Background: an optimization exercise with open tools, aiming at small area. Do not read the settings as production practice.

## old
==> module alu_unit, before the edit <==
module alu_unit (
	input  logic                           clk,
	input  logic                           rst,
	input  logic [alu_pkg::word_width-1:0] bus_in,
	input  logic                           y_load,
	input  alu_pkg::alu_op_t               op,
	input  logic                           op_valid,
	output logic [alu_pkg::word_width-1:0] z_hi,
	output logic [alu_pkg::word_width-1:0] z_lo,
	output logic                           done,
	output logic                           busy
);
	logic [31:0] y;
	logic        y_zero;
	logic [31:0] m;
	logic [32:0] acc;
	logic [31:0] q;
	logic [6:0]  cnt;
	logic        run;
	logic [3:0]  opr;
	logic        cy;
	logic        accept;
	logic        term;
	logic        rclass;
	logic        last;
	logic        is_mul;
	logic        big;
	logic [6:0]  cnt0;
	logic [32:0] addend;
	logic [32:0] acc_sum;
	logic        sa;
	logic        sb;
	logic        ssum;
	logic        sbit;
	logic        fill;
	assign rclass = (opr == 4'd6) | (opr == 4'd7) | (opr == 4'd9);
	assign term   = cnt[6] | (rclass & (&cnt[5:0]));
	assign busy   = run & ~term;
	assign done   = run & term;
	assign accept = op_valid & ~busy & ~rst;
	assign z_hi = acc[31:0];
	assign z_lo = q;
	assign big = |bus_in[31:5];
	always_comb begin
		case (op)
			4'd6, 4'd7: cnt0 = big ? 7'd31 : {2'b01, ~bus_in[4:0]};
			4'd8:       cnt0 = big ? 7'd32 : {2'b00, bus_in[4:0]};
			4'd9:       cnt0 = {2'b01, ~bus_in[4:0]};
			4'd10:      cnt0 = {2'b01, bus_in[4:0]};
			default:    cnt0 = 7'd32;
		endcase
	end
	assign is_mul  = (opr == 4'd11);
	assign last    = &cnt[5:0];
	assign addend  = (q[0] & is_mul) ? ({m[31], m} ^ {33{last}}) : 33'd0;
	assign acc_sum = acc + addend + {32'd0, q[0] & is_mul & last};
	assign sa   = q[0] & (opr != 4'd5);
	assign sb   = acc[0] ^ ((opr == 4'd1) | (opr == 4'd4) | (opr == 4'd5));
	assign ssum = sa ^ sb ^ cy;
	always_comb begin
		case (opr)
			4'd2:    sbit = sa & sb;
			4'd3:    sbit = sa | sb;
			4'd4:    sbit = sb;
			default: sbit = ssum;
		endcase
	end
	always_comb begin
		case (opr)
			4'd0, 4'd1, 4'd2, 4'd3, 4'd4, 4'd5: fill = sbit;
			4'd7:        fill = q[31];
			4'd9, 4'd10: fill = q[0];
			default:     fill = acc_sum[0];
		endcase
	end
	always_ff @(posedge clk) begin
		if (y_load)
			y <= bus_in;
		if (rst)
			y_zero <= 1'b1;
		else if (y_load)
			y_zero <= 1'b0;
	end
	always_ff @(posedge clk) begin
		if (rst)
			run <= 1'b0;
		else if (accept)
			run <= 1'b1;
		else if (term)
			run <= 1'b0;
	end
	always_ff @(posedge clk) begin
		if (accept) begin
			m   <= bus_in;
			opr <= op;
		end
	end
	always_ff @(posedge clk) begin
		if (accept) begin
			q   <= y_zero ? 32'd0 : y;
			acc <= (op <= 4'd5) ? {1'b0, bus_in} : 33'd0;
			cy  <= (op == 4'd1) | (op == 4'd5);
			cnt <= cnt0;
		end else begin
			q   <= {fill, q[31:1]};
			acc <= {acc_sum[32], acc_sum[32] | ((opr == 4'd8) & q[0] & ~cnt[5]), acc_sum[31:1]};
			cy  <= (sa & sb) | (sa & cy) | (sb & cy);
			cnt <= cnt + 7'd1;
		end
	end
endmodule
==> flow/config.mk <==
export PLATFORM = sky130hd
export DESIGN_NAME = alu_unit
export DESIGN_NICKNAME = alu_unit
export VERILOG_FILES = /design/flow/design.v
export SDC_FILE = /design/flow/constraint.sdc
export NUM_CORES = 4
export LEC_CHECK = 0
export CAP_MARGIN = 20
export CORE_MARGIN = 2
export CORE_UTILIZATION = 40
export SLEW_MARGIN = 20
==> flow/constraint.sdc <==
create_clock -name core_clock -period 6.0 [get_ports {clk}]
set_input_delay 1.2000 -clock core_clock [delete_from_list [all_inputs] [get_ports {clk}]]
set_output_delay 1.2000 -clock core_clock [all_outputs]
set_load 0.01 [all_outputs]
run.sh (not shown) runs the stock make flow with config.mk's settings and CLKGATE_MAP_FILE= SYNTH_SCRIPT=/design/flow/synth_recipe.tcl, a recipe that flattens the netlist after the stock synthesis.
Every stage of the flow completed for old, and the final layout passed the timing, DRC and antenna checks.
For new, these inputs were changed with respect to old:
--- a/flow/design.v
+++ b/flow/design.v
@@ -80,7 +80,14 @@
 	assign is_mul  = (opr == 4'd11);
 	assign last    = &cnt[5:0];
 	assign addend  = (q[0] & is_mul) ? ({m[31], m} ^ {33{last}}) : 33'd0;
-	assign acc_sum = acc + addend + {32'd0, q[0] & is_mul & last};
+	always_comb begin
+		logic c;
+		c = q[0] & is_mul & last;
+		for (int i = 0; i < 33; i++) begin
+			acc_sum[i] = acc[i] ^ addend[i] ^ c;
+			c = (acc[i] & addend[i]) | (acc[i] & c) | (addend[i] & c);
+		end
+	end
 	assign sa   = q[0] & (opr != 4'd5);
 	assign sb   = acc[0] ^ ((opr == 4'd1) | (opr == 4'd4) | (opr == 4'd5));
 	assign ssum = sa ^ sb ^ cy;
## What came out
new: synthesis-to-layout area growth 10 points above old
Diff new..old | count of pins on the block boundary | unchanged
Comparing new and old, the lower remaining max-slew budget at the tightest pin was measured on old.
The maximum clock frequency of new is lower than that of old.
Post-route clock period utilization in new is 140 points above old.
The flow completed for new, but it is not clean: the layout still shows negative setup slack.
No functional check of the RTL was part of any run of this note.

==> port drivers added, routing unchanged <==
In the flow no input, the clock included, has a driving cell. The finished layouts below were timed again as built, in two steps.
Step 1: set_driving_cell puts a clkbuf_16 on clk and a buf_2 on each other input, an assumption about the parent block.
Step 2 moves the port delays by t, midway between the first and last clock arrival at a register: inputs arrive t later, outputs are due t later. That takes back most of the time a late clock gives input paths.
a / b / c = ideal / step 1 / step 2; a / b = the first two.
| run | t, ns | setup WS [ns] | slew at the worst register clock pin (ns) | cell pins on the clock port's net |
|---|---|---|---|---|
| old | 0.471 | 1.726 / 1.726 / 1.726 | 0.07 / 0.07 | 1 |
| new | 0.456 | -6.834 / -6.834 / -6.834 | 0.06 / 0.06 | 1 |
